What follows belongs to an exercise in optimizing a design on an open flow for small area, a short achievable clock period and few clock cycles per item; a production flow would make more cautious choices. RTL that was checked went through simulation tests only; none was proved equivalent to the original. No functional check of the RTL was part of run 6. The flow treats the clock pin as an ideal source, which a real chip does not have. Power and IR drop assume default switching activity.

<file path="flow/design.v">
module rho_pi_inv_serial #(
    parameter bit BYPASS_RHO = 1'b0
) (
    input  logic        clk,
    input  logic        rst_n,
    input  logic        s_valid,
    output logic        s_ready,
    input  logic [63:0] s_data,
    output logic        m_valid,
    input  logic        m_ready,
    output logic [63:0] m_data,
    output logic        m_last,
    output logic        busy
);
    localparam logic [5:0] WMASK = 6'b111100;
    function automatic logic [5:0] nxt_pos(input logic [4:0] x);
        logic [5:0] v;
        case (x)
            5'd0: v = 6'b000000;  5'd1: v = 6'b000010;  5'd2: v = 6'b000110;  5'd3: v = 6'b000100;
            5'd4: v = 6'b001111;  5'd5: v = 6'b010111;  5'd6: v = 6'b010010;  5'd7: v = 6'b000001;
            5'd8: v = 6'b001110;  5'd9: v = 6'b001001;  5'd10: v = 6'b000011;  5'd11: v = 6'b010001;
            5'd12: v = 6'b001000;  5'd13: v = 6'b010100;  5'd14: v = 6'b001101;  5'd15: v = 6'b010000;
            5'd16: v = 6'b001100;  5'd17: v = 6'b010101;  5'd18: v = 6'b000111;  5'd19: v = 6'b001011;
            5'd20: v = 6'b001010;  5'd21: v = 6'b000101;  5'd22: v = 6'b010110;  5'd23: v = 6'b010011;
            default: v = 6'b100000;
        endcase
        nxt_pos = v;
    endfunction
    function automatic logic [1:0] add3(input logic [1:0] a, input logic [1:0] b);
        logic [2:0] s;
        s = {1'b0, a} + {1'b0, b};
        add3 = (s >= 3'd3) ? 2'(s - 3'd3) : s[1:0];
    endfunction
    function automatic logic [5:0] slot_a(input logic [5:0] v, input logic [2:0] g8,
                                          input logic [1:0] g3);
        slot_a = {v[5], add3(v[4:3], g3), v[2:0] + g8};
    endfunction
    function automatic logic [24:0] slot_oh(input logic [5:0] v, input logic [2:0] g8,
                                            input logic [1:0] g3);
        logic [2:0] a8;
        logic [1:0] a3;
        a8 = v[2:0] + g8;
        a3 = add3(v[4:3], g3);
        slot_oh = '0;
        if (v[5]) slot_oh[24] = 1'b1;
        else      slot_oh[{a3, a8}] = 1'b1;
    endfunction
    function automatic logic [5:0] rot_amt(input logic [4:0] m);
        logic [5:0] k;
        case (m)
            5'd0:  k = 6'd0;   5'd1:  k = 6'd1;   5'd2:  k = 6'd62;  5'd3:  k = 6'd28;
            5'd4:  k = 6'd27;  5'd5:  k = 6'd36;  5'd6:  k = 6'd44;  5'd7:  k = 6'd6;
            5'd8:  k = 6'd55;  5'd9:  k = 6'd20;  5'd10: k = 6'd3;   5'd11: k = 6'd10;
            5'd12: k = 6'd43;  5'd13: k = 6'd25;  5'd14: k = 6'd39;  5'd15: k = 6'd41;
            5'd16: k = 6'd45;  5'd17: k = 6'd15;  5'd18: k = 6'd21;  5'd19: k = 6'd8;
            5'd20: k = 6'd18;  5'd21: k = 6'd2;   5'd22: k = 6'd61;  5'd23: k = 6'd56;
            5'd24: k = 6'd14;
            default: k = 6'd0;
        endcase
        rot_amt = BYPASS_RHO ? 6'd0 : k;
    endfunction
    function automatic logic [5:0] in_rot_amt(input logic [4:0] j);
        logic [5:0] k;
        case (j)
            5'd0:  k = 6'd0;   5'd1:  k = 6'd44;  5'd2:  k = 6'd43;  5'd3:  k = 6'd21;
            5'd4:  k = 6'd14;  5'd5:  k = 6'd28;  5'd6:  k = 6'd20;  5'd7:  k = 6'd3;
            5'd8:  k = 6'd45;  5'd9:  k = 6'd61;  5'd10: k = 6'd1;   5'd11: k = 6'd6;
            5'd12: k = 6'd25;  5'd13: k = 6'd8;   5'd14: k = 6'd18;  5'd15: k = 6'd27;
            5'd16: k = 6'd36;  5'd17: k = 6'd10;  5'd18: k = 6'd15;  5'd19: k = 6'd56;
            5'd20: k = 6'd62;  5'd21: k = 6'd55;  5'd22: k = 6'd39;  5'd23: k = 6'd41;
            5'd24: k = 6'd2;
            default: k = 6'd0;
        endcase
        in_rot_amt = BYPASS_RHO ? 6'd0 : k;
    endfunction
    function automatic logic [63:0] rotr(input logic [63:0] x, input logic [5:0] k);
        logic [127:0] d;
        d = {x, x} >> k;
        rotr = d[63:0];
    endfunction
    logic [63:0] lanes [25];
    logic [2:0]  g8;          
    logic [1:0]  g3;          
    logic [4:0]  wr_idx;      
    logic [5:0]  wr_a;        
    logic [5:0]  wr_rot;      
    logic        rd_active;   
    logic [4:0]  rd_idx;      
    logic [24:0] rd_oh;       
    logic [5:0]  rd_rot;      
    logic        out_valid;
    logic        out_last;
    logic [63:0] out_data;
    logic        ready_q;     
    logic        busy_q;
    logic        in_hs;
    logic        start;       
    logic        ld;          
    logic        out_free;
    assign in_hs    = s_valid && ready_q;
    assign start    = in_hs && (wr_idx == 5'd24);
    assign out_free = !out_valid || m_ready;
    assign ld       = out_free && (rd_active || start);
    assign s_ready = rst_n && ready_q;
    assign m_valid = rst_n && out_valid;
    assign busy    = rst_n && busy_q;
    assign m_last  = out_last;
    assign m_data  = out_data;
    logic [63:0] wr_word;
    logic [63:0] rd_word;
    assign wr_word = rotr(s_data, wr_rot);
    always_comb begin
        rd_word = '0;
        for (int s = 0; s < 25; s++) begin
            rd_word = rd_word | ({64{rd_oh[s]}} & lanes[s]);
        end
    end
    logic [24:0] wr_sel;
    always_comb begin
        for (int s = 0; s < 24; s++) begin
            wr_sel[s] = !wr_a[5] && (wr_a[4:3] == 2'(s / 8)) && (wr_a[2:0] == 3'(s % 8));
        end
        wr_sel[24] = wr_a[5];
    end
    always_ff @(posedge clk) begin
        for (int s = 0; s < 25; s++) begin
            if (in_hs && wr_sel[s]) begin
                lanes[s] <= wr_word;
            end
        end
    end
    always_ff @(posedge clk) begin
        if (ld) begin
            out_data <= rotr(rd_word, rd_rot);
            out_last <= (rd_idx == 5'd24);
        end
    end
    logic        wr_last, rd_last;
    logic [2:0]  g8_i;
    logic [1:0]  g3_i;
    logic [4:0]  wr_idx_i, rd_idx_i;
    logic [5:0]  wr_a_i;
    logic [24:0] rd_oh_i, rd_oh_s;
    logic [5:0]  wr_rot_i, rd_rot_i;
    logic        eq, eq1;
    always_comb begin
        wr_last  = (wr_idx == 5'd24);
        wr_idx_i = wr_last ? 5'd0 : wr_idx + 5'd1;
        g8_i     = g8 + 3'd1;
        g3_i     = add3(g3, 2'd1);
        wr_a_i   = slot_a(nxt_pos(wr_idx), g8, g3);
        wr_rot_i = in_rot_amt(wr_idx_i) & WMASK;
        rd_last  = (rd_idx == 5'd24);
        rd_idx_i = rd_last ? 5'd0 : rd_idx + 5'd1;
        rd_oh_i  = slot_oh(nxt_pos(rd_idx), g8, g3);
        rd_rot_i = rot_amt(rd_idx_i) & ~WMASK;
        rd_oh_s  = slot_oh(nxt_pos(5'd0), g8_i, g3_i);
        eq       = (wr_idx == rd_idx);
        eq1      = (wr_idx + 5'd1 == rd_idx);
    end
    logic rd_active_n, out_valid_n, ready_n, wr_nz_n;
    always_comb begin
        out_valid_n = ld || (out_valid && !m_ready);
        wr_nz_n     = in_hs ? !wr_last : (wr_idx != 5'd0);
        if (start) begin
            rd_active_n = 1'b1;
            ready_n     = ld;
        end else if (rd_active) begin
            rd_active_n = !(ld && rd_last);
            if (ld && rd_last)     ready_n = 1'b1;
            else if (ld && !in_hs) ready_n = 1'b1;
            else if (ld == in_hs)  ready_n = !eq;
            else                   ready_n = !eq && !eq1;
        end else begin
            rd_active_n = 1'b0;
            ready_n     = 1'b1;
        end
    end
    always_ff @(posedge clk) begin
        if (!rst_n) begin
            g8        <= 3'd0;
            g3        <= 2'd0;
            wr_idx    <= 5'd0;
            wr_a      <= 6'b100000;
            wr_rot    <= 6'd0;
            rd_active <= 1'b0;
            rd_idx    <= 5'd0;
            rd_oh     <= 25'd1 << 24;
            rd_rot    <= 6'd0;
            out_valid <= 1'b0;
            ready_q   <= 1'b1;
            busy_q    <= 1'b0;
        end else begin
            if (in_hs) begin
                wr_idx <= wr_idx_i;
                wr_a   <= wr_a_i;
                wr_rot <= wr_rot_i;
            end
            if (start) begin
                g8 <= g8_i;
                g3 <= g3_i;
            end
            if (start) begin
                if (ld) begin
                    rd_idx <= 5'd1;
                    rd_oh  <= rd_oh_s;
                    rd_rot <= rot_amt(5'd1) & ~WMASK;
                end else begin
                    rd_idx <= 5'd0;
                    rd_oh  <= 25'd1 << 24;
                    rd_rot <= 6'd0;
                end
            end else if (ld) begin
                rd_idx <= rd_idx_i;
                rd_oh  <= rd_last ? (25'd1 << 24) : rd_oh_i;
                rd_rot <= rd_rot_i;
            end
            rd_active <= rd_active_n;
            out_valid <= out_valid_n;
            ready_q   <= ready_n;
            busy_q    <= wr_nz_n || rd_active_n || out_valid_n;
        end
    end
endmodule
</file>
<file path="flow/flow/run.sh">
#!/bin/bash
# The standard layout, with two changes that keep the circuit the same:
#  - the port buffers that buffer_ports inserts are plain buffers (buf_2)
#    instead of the default pick (a delay cell);
#  - before detailed placement and after CTS, rst_direct.tcl lets the rst_n
#    input buffer drive the gates of s_ready, m_valid and busy directly (see
#    the file).
set -euo pipefail
here="$(pwd)"
export BUFFER_PORTS_ARGS="-buffer_cell sky130_fd_sc_hd__buf_2"
export PRE_DETAIL_PLACE_TCL="$here/flow/rst_direct.tcl"
export POST_CTS_TCL="$here/flow/rst_direct.tcl"
bash standard.sh > standard_flow.log 2>&1
</file>
<file path="flow/flow/rst_direct.tcl">
# Let the input buffer of rst_n drive the gates that make s_ready, m_valid and
# busy directly: a buffer that placement-time repair put between them only
# adds delay to the input-to-output paths. Buffers that end up with no load
# are removed.
proc rd_is_buf {inst} {
  set m [[$inst getMaster] getName]
  return [regexp {^sky130_fd_sc_hd__(buf|clkbuf|dlygate|clkdlybuf|dlymetal)[a-z0-9]*_[0-9]+$} $m]
}
proc rd_out_iterm {inst} {
  foreach it [$inst getITerms] {
    if {[$it isOutputSignal]} { return $it }
  }
  return ""
}
proc rd_in_iterm {inst} {
  foreach it [$inst getITerms] {
    if {[$it isInputSignal]} { return $it }
  }
  return ""
}
proc rd_driver {net} {
  foreach it [$net getITerms] {
    if {[$it isOutputSignal]} { return $it }
  }
  return ""
}
set rd_block [ord::get_db_block]
set rd_port_net [[$rd_block findBTerm rst_n] getNet]
set rd_ibuf ""
foreach it [$rd_port_net getITerms] { set rd_ibuf [$it getInst] }
set rd_src [[rd_out_iterm $rd_ibuf] getNet]
puts "rst_direct: rst_n input buffer [$rd_ibuf getName] drives [$rd_src getName]"
foreach port {s_ready m_valid busy} {
  set onet [[$rd_block findBTerm $port] getNet]
  set obuf [[rd_driver $onet] getInst]
  set gnet [[rd_in_iterm $obuf] getNet]
  set gate [[rd_driver $gnet] getInst]
  foreach it [$gate getITerms] {
    if {![$it isInputSignal]} { continue }
    set n [$it getNet]
    if {$n eq "NULL" || $n eq ""} { continue }
    # Walk back through buffers only.
    set chain {}
    while {$n ne $rd_src} {
      set d [rd_driver $n]
      if {$d eq ""} { break }
      set di [$d getInst]
      if {![rd_is_buf $di]} { break }
      lappend chain $di
      set n [[rd_in_iterm $di] getNet]
    }
    if {$n eq $rd_src && [llength $chain] > 0} {
      puts "rst_direct: $port gate [$gate getName] pin [[$it getMTerm] getName]: bypass [llength $chain] buffer(s)"
      $it disconnect
      $it connect $rd_src
      foreach b $chain {
        set bo [[rd_out_iterm $b] getNet]
        if {[llength [$bo getITerms]] == 1 && [llength [$bo getBTerms]] == 0} {
          set bi [[rd_in_iterm $b] getNet]
          puts "rst_direct: remove [$b getName]"
          odb::dbInst_destroy $b
          odb::dbNet_destroy $bo
        }
      }
    }
  }
}
</file>
<file path="flow/standard.sh">
#!/bin/bash
# synth_recipe.tcl (not shown) runs the flow's synth.tcl, then flattens the netlist and writes it again
# the make line also repeats each setting of config.mk as NAME=value (left out here)
make -C /OpenROAD-flow-scripts/flow DESIGN_CONFIG=/design/flow/config.mk WORK_HOME=/design/flow/orfs CLKGATE_MAP_FILE= SYNTH_SCRIPT=/design/flow/synth_recipe.tcl "${@:-finish}"
</file>
<file path="flow/config.mk">
export PLATFORM = sky130hd
export DESIGN_NAME = rho_pi_inv_serial
export DESIGN_NICKNAME = rho_pi_inv_serial
export VERILOG_FILES = /design/flow/design.v
export SDC_FILE = /design/flow/constraint.sdc
export NUM_CORES = 4
export LEC_CHECK = 0
export ABC_CLOCK_PERIOD_IN_PS = 3000
export CAP_MARGIN = 20
export CORE_MARGIN = 2
export CORE_UTILIZATION = 40
export CTS_CLUSTER_DIAMETER = 120
export CTS_CLUSTER_SIZE = 26
export SETUP_SLACK_MARGIN = 3.86
export SLEW_MARGIN = 20
</file>
<file path="flow/constraint.sdc">
create_clock -name core_clock -period 7.0 [get_ports {clk}]
set_input_delay 1.4000 -clock core_clock [delete_from_list [all_inputs] [get_ports {clk}]]
set_output_delay 1.4000 -clock core_clock [all_outputs]
set_load 0.01 [all_outputs]
</file>
==> results of run 1 <==
[placed cells by master (no fill, tap or decap), types with 47 or more instances in the layout]
cell type / count
edfxtp_1: 1665
nand2_1: 47
mux4_2: 128
a22oi_1: 448
buf_4: 101
a22o_1: 130
o21ai_0: 58
buf_2: 131
nand4_1: 131
nand3_1: 92
mux2i_1: 136
nor2_1: 115
a221oi_1: 130
a222oi_1: 64
clkbuf_16: 79
[area by class of cell]
cell class                      instances  area share [%]
Antenna cell                            6          0.0203
Clock buffer                           90            2.72
Clock inverter                          7           0.123
Inverter                               40           0.213
Multi-Input combinational cell       1811            21.1
Sequential cell                      1733            69.5
Tap cell                             2204            3.72
Timing Repair Buffer                  263            2.64
[how the worst max path moves through the flow]
stage	slack, ps	endpoint	depth (start not counted)
floorplan	2760	ready_q	8
global placement	2270	lanes[4][33]	7
detailed placement	2260	lanes[17][24]	7
global route	3800	rd_oh[18]	11
finish	3840	out_data[36]	7
[cells by family after synthesis]
logic type	Yosys count	share of synthesized area, %
XOR/XNOR	26	0.347
multiplexers	269	6.35
buffers and inverters	301	1.73
flip-flops	1733	75.9
adder cells (fa/ha/maj)	42	0.820
AO/OA/AOI/OAI	965	11.0
AND/OR/NAND/NOR	505	3.88
[flip-flops by register name, summed over array words and instances (netlist names), 2 cells and up, named ones only]
name and cells:
out_data 64, rd_rot 2, rd_oh 25, wr_rot 4, g8 3, g3 2, wr_a 6, rd_idx 5
lanes 1600, wr_idx 5
[where the power goes]
group          switching [mW]  total (mW)  internal [mW]  leakage [nW]
clock network            3.14        5.23           2.08          1.03
logic                    1.76        2.32          0.565          5.65
registers               0.144        12.3           12.2          15.6
total                    5.04        19.9           14.8          22.3
[per-stage QoR]
step	power (mW)	instance area (um2)	hold WS [ps]	worst slack [ps]	std cells
3_3_place_gp	14.7	71200	434	2270	5991
5_1_grt	20.3	74100	498	3800	6148
3_5_place_dp	14.8	71300	445	2260	5994
2_1_floorplan	13.7	68100	415	2760	3841
6_report	19.9	74100	464	3840	6154
[worst register-to-register path, cell delays in order (launching register included)]
cell and delay, ps:
dfxtp_4 570, buf_4 520, a22oi_1 320, nand3_1 100, nor2_1 220, nand4_1 550, mux2i_1 490, mux2i_1 140
[per-layer routing]
| metal | part of all wire (%) | vias up | track usage [%] |
|---|---|---|---|
| met4 | 2.4 | 12 | 5.09 |
| met1 | 41 | 21300 | 36.1 |
| met3 | 11 | 326 | 4.46 |
| met5 | 0.049 | - | 0 |
| met2 | 45 | 2615 | 38.1 |
| li1 | - | 16200 | - |
==> summary.txt, run 1 <==
leakage power=22.3 nW; initial antenna violation count=9; register area=51500 um2; worst skew pair latency=720 ps; Initial Utilization=40.4%; Final Hold Vio Count=0; I/O Buffers=135; Critical path origin=rd_oh[6]; Max IR drop VDD=199 uV; CP required=7430 ps; Main synth FF type=edfxtp_1; global-route wire length before repair=300000 um; Tcrit/Tclk final=45.2%; RSZ-0062 raised after global routing=true; CP bufs+invs=1; vias per inst=6.58; ys async rst share=0%; Worst R2R Path Depth=7; area occupied by multi-input gates=15600 um2; Post-synth EDFFs=1665; Critical Path Sink Type=register; slew margin rel.=24.1%; final WL=216000 um; fillers=14500; post-synthesis sequential area ratio=75.9%; CP delay by family, top=simple AND/OR/NAND/NOR gates; power per cell area=268 nW/um2; Hold Crit Start=wr_a_i[5]; setup slack, reg-to-reg=3840 ps; fin crit period=3160 ps; most numerous cell in the Yosys netlist=edfxtp_1; gpl congestion=0.806; largest net degree at the start of global routing=68; drt drc=0; MaxCap Viol Count=0; CP most frequent cell=mux2i_1; CP Class=register to register; Worst Hold Class=register to register; Mapped Area=67700 um2; Cell variety after synth=74; Clock Skew=35.8 ps; hold path depth=2; Worst path max stage delay=570 ps; Ports=136; DRT Pass-1 Iters=6; Congestion Overflow GR=0; wire per inst=35.1 um; highest clock rate=316 MHz; via count=40500; post-route ant nets=0; Synth top area share=73.8%; Post-Synthesis Mean Instance Area=17.6 um2; status=complete, no violations; yosys warns=2; core box area=168000 um2; CP Data Arrival Time=3590 ps; syn_nets=3951; pins over their slew limit=0; crit path cell chain=buf_4, a22oi_1, nand3_1, nor2_1, nand4_1, mux2i_1, mux2i_1; # setup viols final=0; fin nets=4036; CTS tree=yes; vias in the first global route=38600; Fin Setup TNS=0 ps; reg2reg end=out_data[36]; top cell type by total area after synthesis=edfxtp_1; Die Span Y=415 um; cells after synthesis=3841; Yosys reg bits=1733; hpwl dp=120000 um; Worst Setup Start Kind=register; Synth-to-Final Area Change=9.42%; share of cells above drive strength 1=15.0%; Reg clk slew, reported paths=100 ps; synth cell count leaders=1665 x edfxtp_1, 448 x a22oi_1, 182 x clkbuf_1, 144 x nor2_1, 137 x mux2i_1; post-route core utilization=44.2%; Hold EP=wr_a[5]; Slew @ Worst Pin=1140 ps; Total GRT Usage=24.5%; area of the die=173000 um2; Rows=150; synth top area cells=edfxtp_1 74%, a22oi_1 5.0%, mux4_2 4.3%; Die Span X=415 um; Worst path slowest cell=dfxtp_4; DRT iter0 DRCs=6799; Sinks on Clock Net=1733; RR Startpoint=rd_oh[6]; crit-path max FO=37
Testbench counts, summed over its fixed seeds: cycles 8,200, items 320.
==> inputs of run 2 (changes only) <==
--- a/flow/config.mk
+++ b/flow/config.mk
@@ -12,4 +12,5 @@
 export CTS_CLUSTER_DIAMETER = 120
-export CTS_CLUSTER_SIZE = 26
-export SETUP_SLACK_MARGIN = 3.86
+export CTS_CLUSTER_SIZE = 24
+export PLACE_DENSITY = 0.8
+export SETUP_SLACK_MARGIN = 3.9
 export SLEW_MARGIN = 20
==> summary.txt, run 2 <==
Cell variety after synth=74; post-synthesis sequential area ratio=75.9%; area of the die=173000 um2; max reg flops=1600; leakage power=22.5 nW; reg2reg end=out_data[7]; Worst path max stage delay=630 ps; fillers=13600; Clock Skew=45.3 ps; Hold EP=wr_a[5]; gpl congestion=0.858; core box area=168000 um2; Yosys reg bits=1733; Max IR drop VDD=212 uV; Mapped Area=67700 um2; Slew @ Worst Pin=1170 ps; Sinks on Clock Net=1733; fin crit period=3280 ps; Total GRT Usage=23.3%; initial antenna violation count=9; slew margin rel.=22.1%; hpwl dp=115000 um; CP Class=register to register; ys async rst share=0%; commonest non-fill, non-tap cell in the layout=edfxtp_1; Die Span Y=415 um; RR Startpoint=rd_oh[8]; Ports=136; Post-synth EDFFs=1665; status=complete, no violations; Reg clk slew, reported paths=100 ps; Final Hold Vio Count=0; global-route wire length before repair=290000 um; Worst Setup Start Kind=register; share of cells above drive strength 1=15.9%; vias in the first global route=40100; cells after synthesis=3841; Largest Register=lanes; Tcrit/Tclk final=46.9%; Hold Crit Start=wr_a_i[5]; CP Data Arrival Time=3700 ps; most frequent cells in the layout=1665 x edfxtp_1, 448 x a22oi_1, 135 x mux2i_1; power per cell area=268 nW/um2; worst skew pair latency=720 ps; post-route ant nets=0; via count=41800; largest registers=lanes: 1600 flops, out_data: 64 flops, rd_oh: 25 flops; crit path cell chain=buf_4, a22o_1, a221oi_1, nand4_1, mux2i_1, mux2i_1; hold path depth=2; CP required=7410 ps; Synth top area share=73.8%; Worst path slowest cell=nand4_1; post-route core utilization=44.5%; synth top area cells=edfxtp_1 74%, a22oi_1 5.0%, mux4_2 4.3%; crit-path max FO=52; Synth-to-Final Area Change=10.1%; Crit path depth=6; highest clock rate=305 MHz; RSZ-0062 raised after global routing=true; Worst R2R Path Depth=6; pins over their slew limit=0; Worst Hold Class=register to register; yosys warns=2; drt drc=0; Initial Utilization=40.4%; Post-Synthesis Mean Instance Area=17.6 um2; # setup viols final=0; CP delay by family, top=compound AO/OA/AOI/OAI gates; Congestion Overflow GR=0; largest net degree at the start of global routing=68; DRT Pass-1 Iters=8; setup slack, reg-to-reg=3720 ps; Critical Path Sink Type=register; fin nets=4072; DRT iter0 DRCs=8212; MaxCap Viol Count=0; top cell type by total area after synthesis=edfxtp_1; wire per inst=33.4 um; syn_nets=3951; vias per inst=6.74; Rows=150; CP most frequent cell=mux2i_1; final WL=207000 um; Die Span X=415 um; Main synth FF type=edfxtp_1; synth cell count leaders=1665 x edfxtp_1, 448 x a22oi_1, 182 x clkbuf_1, 144 x nor2_1, 137 x mux2i_1; Fin Setup TNS=0 ps; CTS tree=yes; CP bufs+invs=1; I/O Buffers=135; most numerous cell in the Yosys netlist=edfxtp_1
==> run 2: cell types whose count changed in the layout (fill, tap and decap cells not counted), sizes merged <==
cell      previous run  this run
buf                263       287
clkbuf              90       102
nor2               148       153
bufbuf               0         2
clkinvlp             2         0
diode                6         8
clkinv               3         4
==> run 2: where the power goes <==
group	switching, mW	internal, mW
combinational	1.77	0.581
sequential	0.136	12.2
clock	3.09	2.23
==> run 2: area by class of cell <==
cell class | instances | area (um2) | area share (%)
flip-flops and latches | 1733 | 51500 | 69.0
well taps | 2204 | 2760 | 3.70
repair buffers | 289 | 2190 | 2.94
clock inverters | 6 | 85.1 | 0.114
multi-input cells | 1816 | 15700 | 21.0
inverters | 40 | 151 | 0.203
clock buffers | 102 | 2190 | 2.94
diodes | 8 | 20.0 | 0.0269
==> run 2: cells by family after synthesis <==
logic type                 after synthesis  share of synthesized area [%]
adders and majority gates               42                          0.820
buffers and inverters                  301                           1.73
AOI/OAI and AO/OA                      965                           11.0
xor gates and xnor gates                26                          0.347
DFF                                   1733                           75.9
muxes                                  269                           6.35
and+or+nand+nor                        505                           3.88
==> run 2: how the worst max path moves through the flow <==
| stage | from | to | slack [ps] |
|---|---|---|---|
| after floorplan | s_valid | ready_q | 2760 |
| after global placement | rst_n | register | 2410 |
| after detailed placement | rst_n | register | 2340 |
| after global routing | rd_oh[8] | out_data[7] | 3780 |
| final | rd_oh[8] | out_data[7] | 3720 |
==> run 2: metal layers <==
metal | part of all wire (%) | global-route usage, % | vias up
li1 | - | - | 16300
met1 | 34 | 31.7 | 20400
met2 | 43 | 34.4 | 4381
met5 | 0.12 | 0 | -
met4 | 4.2 | 8.07 | 6
met3 | 19 | 8.47 | 655
==> run 2: tightest hold or removal path, cell delays in order (launching register included) <==
cell,delay [ps]
dfxtp_1,330
nand2_1,50
nand3_1,70
==> run 2: per-stage QoR <==
stage	setup slack (ps)	power [mW]	instances	cell area, um2	hold slack [ps]
floorplan	2760	13.7	3841	68100	415
global placement	2410	14.6	5989	71200	424
detailed placement	2340	14.7	5992	71300	444
global route	3780	20.4	6190	74500	491
finish	3720	20.0	6198	74600	478
==> inputs of run 3 (changes only) <==
--- a/flow/config.mk
+++ b/flow/config.mk
@@ -12,4 +12,3 @@
 export CTS_CLUSTER_DIAMETER = 120
-export CTS_CLUSTER_SIZE = 24
-export PLACE_DENSITY = 0.8
+export CTS_CLUSTER_SIZE = 28
 export SETUP_SLACK_MARGIN = 3.9
==> summary.txt, run 3 <==
Main synth FF type=edfxtp_1; Critical Path Sink Type=register; initial antenna violation count=8; Area after DPL=71300 um2; Post-synth EDFFs=1665; Rows=150; synth top area cells=edfxtp_1 74%, a22oi_1 5.0%, mux4_2 4.3%; cells after synthesis=3841; hpwl dp=120000 um; Cell variety after synth=74; Initial Utilization=40.4%; Synth-to-Final Area Change=9.25%; max reg flops=1600; share of cells above drive strength 1=15.2%; Mapped Area=67700 um2; fin nets=4037; area of the die=173000 um2; Synth top area share=73.8%; CP required=7320 ps; final hold slack=454 ps; Die Span Y=415 um; commonest non-fill, non-tap cell in the layout=edfxtp_1; DRT iter0 DRCs=6491; CP Class=primary input to register; post-synthesis sequential area ratio=75.9%; RR Startpoint=rd_oh[23]; area occupied by multi-input gates=15700 um2; CP delay by family, top=simple AND/OR/NAND/NOR gates; Fin Setup TNS=0 ps; Reg clk slew, reported paths=110 ps; fillers=14400; synth cell count leaders=1665 x edfxtp_1, 448 x a22oi_1, 182 x clkbuf_1, 144 x nor2_1, 137 x mux2i_1; Worst path max stage delay=800 ps; RSZ-0062 raised after global routing=true; largest registers=lanes: 1600 flops, out_data: 64 flops, rd_oh: 25 flops; status=complete, no violations; ys async rst share=0%; top cell type by total area after synthesis=edfxtp_1; final WL=219000 um; core box area=168000 um2; vias in the first global route=38300; leakage power=22.2 nW; Ports=136; I/O Buffers=135; largest net degree at the start of global routing=68; Hold Crit Start=wr_a_i[5]; Clock Skew=37.1 ps; wire per inst=35.6 um; reg2reg end=out_data[2]; fin crit period=3180 ps; most frequent cells in the layout=1665 x edfxtp_1, 448 x a22oi_1, 134 x mux2i_1; highest clock rate=314 MHz; Worst R2R Path Depth=7; drt drc=0; DRT Pass-1 Iters=6; syn_nets=3951; global-route wire length before repair=303000 um; power per cell area=267 nW/um2; Die Span X=415 um; post-route core utilization=44.1%; Inst Count DP=5997; yosys warns=2; Crit path depth=5; pins over their slew limit=0; MaxCap Viol Count=0; Sinks on Clock Net=1733; Post-Synthesis Mean Instance Area=17.6 um2; vias per inst=6.63; setup slack, reg-to-reg=3880 ps; Max IR drop VDD=223 uV; Largest Register=lanes; slew margin rel.=25.1%; most numerous cell in the Yosys netlist=edfxtp_1; Critical path origin=s_valid; # setup viols final=0; crit-path max FO=37; final non-filler cell area=74000 um2; Worst Setup Start Kind=primary input; Yosys reg bits=1733; worst skew pair latency=710 ps; crit path cell chain=buf_2, and2_4, nand4b_1, nor2_4, buf_4; Tcrit/Tclk final=45.4%; Congestion Overflow GR=0; Worst Hold Class=register to register; post-route ant nets=0; CP endpoint=lanes[11][49]; CTS tree=yes; Worst path slowest cell=buf_4; via count=40800; Final Hold Vio Count=0; register area=51500 um2; Slew @ Worst Pin=1120 ps; Total GRT Usage=24.8%; CP Data Arrival Time=3500 ps; Cell Count, Final, Fillers Out=6153; CP bufs+invs=2; gpl congestion=0.817
## run 3: cell count changes in the layout (fill, tap and decap cells not counted), moves of 2 or more
cell / delta
diode_2: -2
buf_8: +2
buf_4: -18
nor2_2: -4
dfxtp_1: -2
clkbuf_16: -11
buf_16: -3
clkinv_8: +2
dfxtp_2: +2
bufbuf_16: -2
clkbuf_1: -8
## run 3: metal layers
| layer | global-route usage [%] | vias up | share of wire [%] |
|---|---|---|---|
| met4 | 4.97 | 6 | 2.0 |
| met5 | 0 | - | 0.024 |
| met1 | 36.5 | 21600 | 40 |
| met2 | 39.1 | 2634 | 46 |
| met3 | 3.79 | 254 | 12 |
| li1 | - | 16200 | - |
## run 3: per-stage QoR
| stage | setup WS, ps | power, mW |
|---|---|---|
| 2_1_floorplan | 2760 | 13.7 |
| 3_3_place_gp | 2500 | 14.7 |
| 3_5_place_dp | 2450 | 14.8 |
| 5_1_grt | 3840 | 20.2 |
| 6_report | 3820 | 19.7 |
## run 3: worst min path at each step
stage               endpoint  depth (start not counted)  slack (ps)
global placement     wr_a[5]                          2         420
finish               wr_a[5]                          2         450
global route         wr_a[5]                          2         500
detailed placement   wr_a[5]                          2         430
floorplan            wr_a[5]                          2         420
## run 3: area by class of cell
class                           instances  area share (%)
Clock inverter                          7           0.154
Timing Repair Buffer                  266            2.57
Sequential cell                      1733            69.6
Antenna cell                            6          0.0203
Clock buffer                           83            2.55
Tap cell                             2204            3.73
Inverter                               40           0.203
Multi-Input combinational cell       1814            21.2
## run 3: cell families after synthesis
group / share of synthesized area [%]
AO/OA/AOI/OAI: 11.0
XOR/XNOR: 0.347
adder cells (fa/ha/maj): 0.820
buffers and inverters: 1.73
flip-flops: 75.9
multiplexers: 6.35
AND/OR/NAND/NOR: 3.88
## run 3: where the power goes
part	leakage (nW)	total (mW)	internal (mW)	switching (mW)
logic	5.66	2.33	0.573	1.76
registers	15.6	12.3	12.2	0.141
clock network	0.974	5.11	1.97	3.14
## run 3: worst min-delay path, cell delays in order (launching register included)
cell,delay [ps]
dfxtp_1,320
nand2_1,40
nand3_1,60
==> inputs of run 4 (changes only) <==
--- a/flow/config.mk
+++ b/flow/config.mk
@@ -12,3 +12,3 @@
 export CTS_CLUSTER_DIAMETER = 120
-export CTS_CLUSTER_SIZE = 28
+export CTS_CLUSTER_SIZE = 24
 export SETUP_SLACK_MARGIN = 3.9
==> summary.txt, run 4 <==
status=complete, no violations; Synth-to-Final Area Change=9.64%; Area after DPL=71300 um2; Rows=150; Die Span Y=415 um; global-route wire length before repair=303000 um; CP delay by family, top=buffers and inverters; post-route core utilization=44.3%; Ports=136; largest registers=lanes: 1600 flops, out_data: 64 flops, rd_oh: 25 flops; vias in the first global route=38400; Synth top area share=73.8%; I/O Buffers=135; post-synthesis sequential area ratio=75.9%; Main synth FF type=edfxtp_1; final non-filler cell area=74200 um2; Post-synth EDFFs=1665; Worst Hold Class=register to register; setup slack, reg-to-reg=3930 ps; MaxCap Viol Count=0; Critical Path Sink Type=primary output; fin nets=4045; slew margin rel.=25.3%; Inst Count DP=5997; commonest non-fill, non-tap cell in the layout=edfxtp_1; DRT iter0 DRCs=6369; max reg flops=1600; Cell variety after synth=74; wire per inst=35.5 um; final hold slack=454 ps; pins over their slew limit=0; Setup WS post-layout=3860 ps; Congestion Overflow GR=0; post-route ant nets=0; Yosys reg bits=1733; highest clock rate=318 MHz; gpl congestion=0.817; DRT Pass-1 Iters=6; crit-path max FO=4; Sinks on Clock Net=1733; Mapped Area=67700 um2; power per cell area=270 nW/um2; ys async rst share=0%; Clock Skew=30.4 ps; CP bufs+invs=2; Reg clk slew, reported paths=100 ps; area of the die=173000 um2; Total GRT Usage=24.8%; crit path cell chain=buf_8, and2_4, buf_6; Post-Synthesis Mean Instance Area=17.6 um2; vias per inst=6.60; initial antenna violation count=4; via count=40700; Tcrit/Tclk final=44.9%; Slew @ Worst Pin=1120 ps; CP Class=primary input to primary output; fin crit period=3140 ps; largest net degree at the start of global routing=68; syn_nets=3951; yosys warns=2; final WL=219000 um; Worst path slowest cell=and2_4; RSZ-0062 raised after global routing=true; # setup viols final=0; top cell type by total area after synthesis=edfxtp_1; Final Hold Vio Count=0; Power Total=20.1 mW; worst skew pair latency=730 ps; Largest Register=lanes; cells after synthesis=3841; Cell Count, Final, Fillers Out=6161; Fin Setup TNS=0 ps; core box area=168000 um2; hpwl dp=120000 um; Worst Setup Start Kind=primary input; Initial Utilization=40.4%; pre-CTS setup slack=2450 ps; most frequent cells in the layout=1665 x edfxtp_1, 448 x a22oi_1, 134 x mux2i_1; Worst path max stage delay=130 ps; Max IR drop VDD=230 uV; CP Data Arrival Time=1740 ps; synth cell count leaders=1665 x edfxtp_1, 448 x a22oi_1, 182 x clkbuf_1, 144 x nor2_1, 137 x mux2i_1; CTS tree=yes; CP required=5600 ps; Die Span X=415 um; synth top area cells=edfxtp_1 74%, a22oi_1 5.0%, mux4_2 4.3%; drt drc=0; most numerous cell in the Yosys netlist=edfxtp_1; leakage power=22.3 nW; share of cells above drive strength 1=15.4%
## run 4: changes by cell type in the layout (fill, tap and decap cells not counted), moves of 2 or more
cell / delta
nor2_2: +3
clkinv_8: -2
buf_6: +2
clkbuf_16: +9
diode_2: -2
nor2_4: -3
inv_8: +2
buf_4: -5
clkinv_16: +2
clkbuf_1: +2
## run 4: final timing paths
kind                            startpoint            to  cells past startpoint
worst min register to register   wr_a_i[5]       wr_a[5]                      2
worst min-delay path             wr_a_i[5]       wr_a[5]                      2
worst max-delay path                 rst_n       m_valid                      3
worst max register to register   rd_oh[11]  out_data[26]                      8
## run 4: final cells by class
cell class | count | area (um2)
Fill cell | 14400 | 93400
Multi-Input combinational cell | 1814 | 15700
Antenna cell | 4 | 10.0
Clock buffer | 94 | 2120
Clock inverter | 8 | 144
Timing Repair Buffer | 264 | 1910
Inverter | 40 | 150
Tap cell | 2204 | 2760
Sequential cell | 1733 | 51500
## run 4: metal layers
| layer | share of wire [%] | GRT usage (%) | vias to the layer above |
|---|---|---|---|
| li1 | - | - | 16300 |
| met1 | 40 | 36.3 | 21600 |
| met2 | 46 | 39.3 | 2571 |
| met3 | 12 | 3.80 | 260 |
| met4 | 2.0 | 5.08 | 4 |
| met5 | 0.013 | 0 | - |
## run 4: where the power goes
part	switching, mW	total [mW]	internal, mW
combinational	1.76	2.34	0.576
clock	3.21	5.41	2.19
sequential	0.141	12.3	12.2
## run 4: worst reg2reg max path: cells and delay by family (launching register included)
kind | cells | cell delay, ps
AO/OA/AOI/OAI | 1 | 220
buffers and inverters | 2 | 900
flip-flops | 1 | 980
multiplexers | 2 | 330
AND/OR/NAND/NOR | 3 | 480
## run 4: kinds of logic (layout without fill, tap and decap cells)
family	count (synthesis)	count (layout)	synth area share, %
flops	1733	1733	75.9
simple gates	505	512	3.88
mux	269	269	6.35
xor+xnor	26	26	0.347
compound gates	965	965	11.0
buf+inv	301	406	1.73
fa+ha+maj	42	42	0.820
other cells	0	4	0
==> inputs of run 5 (changes only) <==
--- a/flow/flow/run.sh
+++ b/flow/flow/run.sh
@@ -2,3 +2,3 @@
 # The standard layout, with two changes that keep the circuit the same:
-#  - the port buffers that buffer_ports inserts are plain buffers (buf_2)
+#  - the port buffers that buffer_ports inserts are plain buffers (buf_1)
 #    instead of the default pick (a delay cell);
@@ -9,3 +9,3 @@
 here="$(pwd)"
-export BUFFER_PORTS_ARGS="-buffer_cell sky130_fd_sc_hd__buf_2"
+export BUFFER_PORTS_ARGS="-buffer_cell sky130_fd_sc_hd__buf_1"
 export PRE_DETAIL_PLACE_TCL="$here/flow/rst_direct.tcl"
--- a/flow/config.mk
+++ b/flow/config.mk
@@ -11,4 +11,4 @@
 export CORE_UTILIZATION = 40
-export CTS_CLUSTER_DIAMETER = 120
-export CTS_CLUSTER_SIZE = 24
+export CTS_CLUSTER_DIAMETER = 60
+export CTS_CLUSTER_SIZE = 30
 export SETUP_SLACK_MARGIN = 3.9
==> summary.txt, run 5 <==
Synth top area share=73.8%; Psw=5.92 mW; drt drc=0; CTS tree=yes; MaxCap Viol Count=0; Mapped Area=67700 um2; leakage power=23.0 nW; fin crit period=3170 ps; initial antenna violation count=13; area of the die=173000 um2; power per cell area=294 nW/um2; I/O Buffers=135; vias in the first global route=38700; Largest Register=lanes; RSZ-0062 raised after global routing=true; hold path depth=2; share of cells above drive strength 1=15.0%; top cell type by total area after synthesis=edfxtp_1; sequential share of power=54.9%; Main synth FF type=edfxtp_1; most frequent cells in the layout=1665 x edfxtp_1, 448 x a22oi_1, 131 x mux2i_1, 131 x nand4_1; post-route ant nets=0; sw frac=26.4%; crit-path max FO=4; pre-CTS setup slack=2290 ps; Total GRT Usage=24.8%; hpwl dp=119000 um; Clock Skew=50.7 ps; Slew @ Worst Pin=1180 ps; Worst R2R Path Depth=7; highest clock rate=316 MHz; Critical Path Sink Type=primary output; Die Span X=415 um; Comb pwr share=10.6%; commonest non-fill, non-tap cell in the layout=edfxtp_1; Die Span Y=415 um; Clock power frac=34.5%; post-synthesis sequential area ratio=75.9%; slew margin rel.=21.1%; Congestion Overflow GR=0; # setup viols final=0; internal power=16.5 mW; Worst Hold Class=register to register; ys async rst share=0%; Post-Synthesis Mean Instance Area=17.6 um2; wire per inst=35.1 um; Post-synth EDFFs=1665; CP Class=primary input to primary output; synth top area cells=edfxtp_1 74%, a22oi_1 5.0%, mux4_2 4.3%; cells after synthesis=3841; largest net degree at the start of global routing=68; via count=40800; max reg flops=1600; status=complete, no violations; Cell variety after synth=74; Fin Setup TNS=0 ps; Ports=136; gpl congestion=0.817; Setup WS post-layout=3830 ps; Synth-to-Final Area Change=12.6%; core box area=168000 um2; largest registers=lanes: 1600 flops, out_data: 64 flops, rd_oh: 25 flops; synth cell count leaders=1665 x edfxtp_1, 448 x a22oi_1, 182 x clkbuf_1, 144 x nor2_1, 137 x mux2i_1; post-route core utilization=45.5%; fin nets=4081; vias per inst=6.50; Worst Setup Start Kind=primary input; Yosys reg bits=1733; Tcrit/Tclk final=45.2%; pins over their slew limit=0; Initial Utilization=40.4%; DRT iter0 DRCs=6432; most numerous cell in the Yosys netlist=edfxtp_1; Area after DPL=71100 um2; syn_nets=3951; worst skew pair latency=790 ps; Final Hold Vio Count=0; yosys warns=2; Reg clk slew, reported paths=90 ps; Sinks on Clock Net=1733; Max IR drop VDD=193 uV; DRT Pass-1 Iters=6; CP Data Arrival Time=1770 ps; final WL=221000 um; Rows=150; CP required=5600 ps; global-route wire length before repair=303000 um; final non-filler cell area=76300 um2
[run 5: cell counts after synthesis]
No cell type changed its count.
[run 5: stage by stage]
| step | hold slack, ps | power [mW] | instances |
|---|---|---|---|
| 2_1_floorplan | 415 | 13.7 | 3841 |
| 3_3_place_gp | 422 | 14.7 | 5989 |
| 3_5_place_dp | 429 | 14.8 | 5989 |
| 5_1_grt | 472 | 23.0 | 6282 |
| 6_report | 453 | 22.4 | 6284 |
[run 5: logic make-up after synthesis]
kind of cell	share of synthesized area [%]
fa+ha+maj	0.820
xor+xnor	0.347
flops	75.9
mux	6.35
compound gates	11.0
buf+inv	1.73
simple gates	3.88
[run 5: layout make-up]
cell class / count / area [um2]
Multi-Input combinational cell: 1814 / 15700
Antenna cell: 2 / 5.00
Clock buffer: 128 / 3100
Timing Repair Buffer: 261 / 1840
Inverter: 40 / 158
Fill cell: 14300 / 91300
Clock inverter: 102 / 1240
Sequential cell: 1733 / 51500
Tap cell: 2204 / 2760
[run 5: worst paths after layout]
check	from	endpoint	slack (ps)
hold reg to reg	wr_a_i[5]	wr_a[5]	450
setup / recovery	rst_n	m_valid	3830
setup reg to reg	rd_oh[17]	out_data[50]	3930
hold / removal	wr_a_i[5]	wr_a[5]	450
[run 5: power by group through the flow]
stage | combinational [mW] | sequential [mW] | clock (mW)
after global placement | 2.20 | 12.5 | 0
final | 2.37 | 12.3 | 7.74
after detailed placement | 2.24 | 12.5 | 0
after floorplan | 1.24 | 12.4 | 0
after global routing | 2.51 | 12.3 | 8.14
[run 5: routing by layer]
metal	vias to the layer above	wire length, um	global-route usage [%]
met1	21300	87700	35.8
met4	10	4790	5.83
met5	-	75	0
met3	316	27700	5.22
met2	2682	100000	38.5
li1	16500	-	-
[run 5: critical path, cell delays in order]
cell       delay [ps]
clkbuf_16         130
and2_4            130
buf_6             110
==> inputs of run 6 (changes only) <==
--- a/flow/design.v
+++ b/flow/design.v
@@ -85,2 +85,3 @@
     logic [5:0]  wr_a;        
+    logic [5:0]  wr_an;       
     logic [5:0]  wr_rot;      
@@ -124,7 +125,15 @@
     end
+    logic [24:0] wr_seln;
+    logic [24:0] wr_we, wr_hold;
+    always_comb begin
+        for (int s = 0; s < 24; s++) begin
+            wr_seln[s] = wr_an[5] && (~wr_an[4:3] == 2'(s / 8)) && (~wr_an[2:0] == 3'(s % 8));
+        end
+        wr_seln[24] = !wr_an[5];
+        wr_we   = {25{in_hs}} & wr_sel;
+        wr_hold = ~({25{in_hs}} & wr_seln);
+    end
     always_ff @(posedge clk) begin
         for (int s = 0; s < 25; s++) begin
-            if (in_hs && wr_sel[s]) begin
-                lanes[s] <= wr_word;
-            end
+            lanes[s] <= ({64{wr_we[s]}} & wr_word) | ({64{wr_hold[s]}} & lanes[s]);
         end
@@ -184,2 +193,3 @@
             wr_a      <= 6'b100000;
+            wr_an     <= 6'b011111;
             wr_rot    <= 6'd0;
@@ -196,2 +206,3 @@
                 wr_a   <= wr_a_i;
+                wr_an  <= ~wr_a_i;
                 wr_rot <= wr_rot_i;
--- a/flow/flow/run.sh
+++ b/flow/flow/run.sh
@@ -2,3 +2,3 @@
 # The standard layout, with two changes that keep the circuit the same:
-#  - the port buffers that buffer_ports inserts are plain buffers (buf_1)
+#  - the port buffers that buffer_ports inserts are plain buffers (buf_2)
 #    instead of the default pick (a delay cell);
@@ -9,3 +9,3 @@
 here="$(pwd)"
-export BUFFER_PORTS_ARGS="-buffer_cell sky130_fd_sc_hd__buf_1"
+export BUFFER_PORTS_ARGS="-buffer_cell sky130_fd_sc_hd__buf_2"
 export PRE_DETAIL_PLACE_TCL="$here/flow/rst_direct.tcl"
--- a/flow/config.mk
+++ b/flow/config.mk
@@ -11,4 +11,4 @@
 export CORE_UTILIZATION = 40
-export CTS_CLUSTER_DIAMETER = 60
-export CTS_CLUSTER_SIZE = 30
+export CTS_CLUSTER_DIAMETER = 120
+export CTS_CLUSTER_SIZE = 24
 export SETUP_SLACK_MARGIN = 3.9
==> summary.txt, run 6 <==
fin nets=7454; top cell type by total area after synthesis=dfxtp_1; gpl congestion=0.876; area occupied by multi-input gates=30800 um2; Initial Utilization=40.1%; # setup viols final=0; Congestion Overflow GR=0; Worst R2R Path Depth=7; CP Data Arrival Time=3720 ps; register area=35600 um2; synth cell count leaders=1765 x nand2_1, 1674 x dfxtp_1, 1578 x o21ai_0, 478 x clkbuf_1, 451 x a22oi_1; cells after synthesis=7626; synth top area cells=dfxtp_1 49%, o21ai_0 12%, nand2_1 9.8%; highest clock rate=307 MHz; vias in the first global route=57900; Worst Hold Class=register to register; area of the die=173000 um2; share of cells above drive strength 1=10.3%; Synth top area share=49.4%; drt drc=0; worst skew pair latency=760 ps; hold path depth=2; RR Startpoint=rd_oh[15]; Cell variety after synth=81; final non-filler cell area=74000 um2; core box area=169000 um2; pins over their slew limit=0; CTS tree=yes; Total GRT Usage=33.8%; crit-path max FO=35; CP required=7460 ps; post-route ant nets=0; post-route core utilization=43.8%; most frequent cells in the layout=1714 x nand2_1, 1638 x dfxtp_1, 1576 x o21ai_0; Worst Setup Start Kind=register; Mapped Area=67800 um2; Hold EP=lanes[16][13]; setup slack, reg-to-reg=3750 ps; Largest Register=lanes; hpwl dp=168000 um; Yosys reg bits=1739; Clock Skew=28.6 ps; CP Class=register to register; vias per inst=6.55; fin crit period=3250 ps; yosys warns=2; Slew @ Worst Pin=1310 ps; ys async rst share=0%; DRT Pass-1 Iters=7; initial antenna violation count=17; Rows=151; power per cell area=279 nW/um2; DRT iter0 DRCs=9766; largest net degree at the start of global routing=66; global-route wire length before repair=427000 um; Sinks on Clock Net=1739; final WL=306000 um; Reg clk slew, reported paths=100 ps; commonest non-fill, non-tap cell in the layout=nand2_1; post-synthesis sequential area ratio=52.3%; syn_nets=7736; Critical Path Sink Type=register; Main synth FF type=dfxtp_1; fillers=16500; Final Hold Vio Count=0; RSZ-0062 raised after global routing=true; reg2reg end=out_data[20]; Fin Setup TNS=0 ps; Area after DPL=70100 um2; Hold Crit Start=lanes[16][13]; wire per inst=31.9 um; Tcrit/Tclk final=46.5%; via count=62800; I/O Buffers=135; MaxCap Viol Count=0; Synth-to-Final Area Change=9.17%; Power Total=20.6 mW; slew margin rel.=12.8%; largest registers=lanes: 1600 flops, out_data: 64 flops, rd_oh: 25 flops; Die Span X=416 um; leakage power=26.2 nW; status=complete, no violations; Post-Synthesis Mean Instance Area=8.89 um2; Ports=136; Max IR drop VDD=178 uV; Post-synth EDFFs=65; max reg flops=1600; Die Span Y=416 um; most numerous cell in the Yosys netlist=nand2_1
-- run 6: worst max-delay path: stages, from the launching register on --
cell and delay (ps):
dfxtp_4 650, buf_4 450, a22oi_1 250, nand4_1 150, nor2_1 150, nand4_1 390
mux2i_4 700, mux2i_1 160
-- run 6: power by group --
part	total [mW]	switching (mW)	internal, mW
Clock	5.54	3.34	2.20
Sequential	11.9	0.666	11.2
Combinational	3.22	2.27	0.948
-- run 6: worst max-delay path by stage --
stage	startpoint	to	slack, ps	cells past startpoint
2_1_floorplan	s_valid	ready_q	2970	9
3_3_place_gp	s_valid	lanes[8][55]	2090	8
3_5_place_dp	s_valid	lanes[1][51]	2110	9
5_1_grt	rst_n	s_ready	3840	3
6_report	rd_oh[15]	out_data[20]	3750	7
-- run 6: through the flow --
step	setup slack (ps)	hold WS (ps)	cells
after floorplan	2970	425	7626
after global placement	2090	432	9423
after detailed placement	2110	442	9423
after global routing	3840	471	9583
final	3750	456	9590
-- run 6: layout make-up --
| cell class | instances | area share (%) |
|---|---|---|
| timing repair buffer | 322 | 3.24 |
| clock inverter | 7 | 0.108 |
| sequential | 1739 | 48.1 |
| multi-input combinational | 5159 | 41.7 |
| antenna | 9 | 0.0304 |
| tap | 2218 | 3.75 |
| clock buffer | 96 | 2.90 |
| inverter | 40 | 0.208 |
-- run 6: logic make-up after synthesis --
family | synth area share [%]
and+or+nand+nor | 13.2
muxes | 5.30
xor gates and xnor gates | 0.336
AOI/OAI and AO/OA | 23.6
buffers and inverters | 4.41
adders and majority gates | 0.820
DFF | 52.3
-- run 6: metal layers --
layer  track usage [%]  share of wire [%]  vias to the layer above
li1                  -                  -                    26500
met1              43.2                 37                    30400
met2              51.3                 42                     4683
met3              8.27                 13                     1232
met4              21.2                7.7                       10
met5                 0              0.076                        -

==> separate check: timing with driven ports <==
No port has a modelled driver above. Below, the same layouts with a new extraction and two added sets of constraints. Step 1 (the two cells are an assumption about what drives the block):
set clk [get_ports {clk}]
set_driving_cell -lib_cell sky130_fd_sc_hd__clkbuf_16 $clk
set_driving_cell -lib_cell sky130_fd_sc_hd__buf_2 [delete_from_list [all_inputs] $clk]
Step 2, shift: input delay + t, output delay - t, t = (earliest + latest rising clock arrival at the registers) / 2. This alone moves slack from input paths to output paths. Three values: ideal ports, drivers, drivers and shift; two values: the first two.
| run | t, ns | setup WS [ns] | worst hold slack (ns) | worst setup path after step 2 |
|---|---|---|---|---|
| run 1 | 0.794 | 3.839 / 3.821 / 3.088 | 0.464 / 0.464 / 0.464 | input to register |
| run 2 | 0.769 | 3.716 / 3.688 / 3.134 | 0.478 / 0.478 / 0.478 | input to register |
| run 3 | 0.768 | 3.820 / 3.819 / 3.104 | 0.454 / 0.454 / 0.454 | input to register |
| run 4 | 0.792 | 3.858 / 3.819 / 3.191 | 0.454 / 0.454 / 0.454 | input to register |
| run 5 | 0.845 | 3.835 / 3.795 / 3.194 | 0.453 / 0.453 / 0.453 | input to register |
| run 6 | 0.841 | 3.748 / 3.748 / 3.125 | 0.456 / 0.456 / 0.456 | input to register |
After both steps setup and hold are still met in every run listed. The setup slack of run 1, which loses most, moves by -0.018 ns with the drivers and by -0.751 ns with both steps.
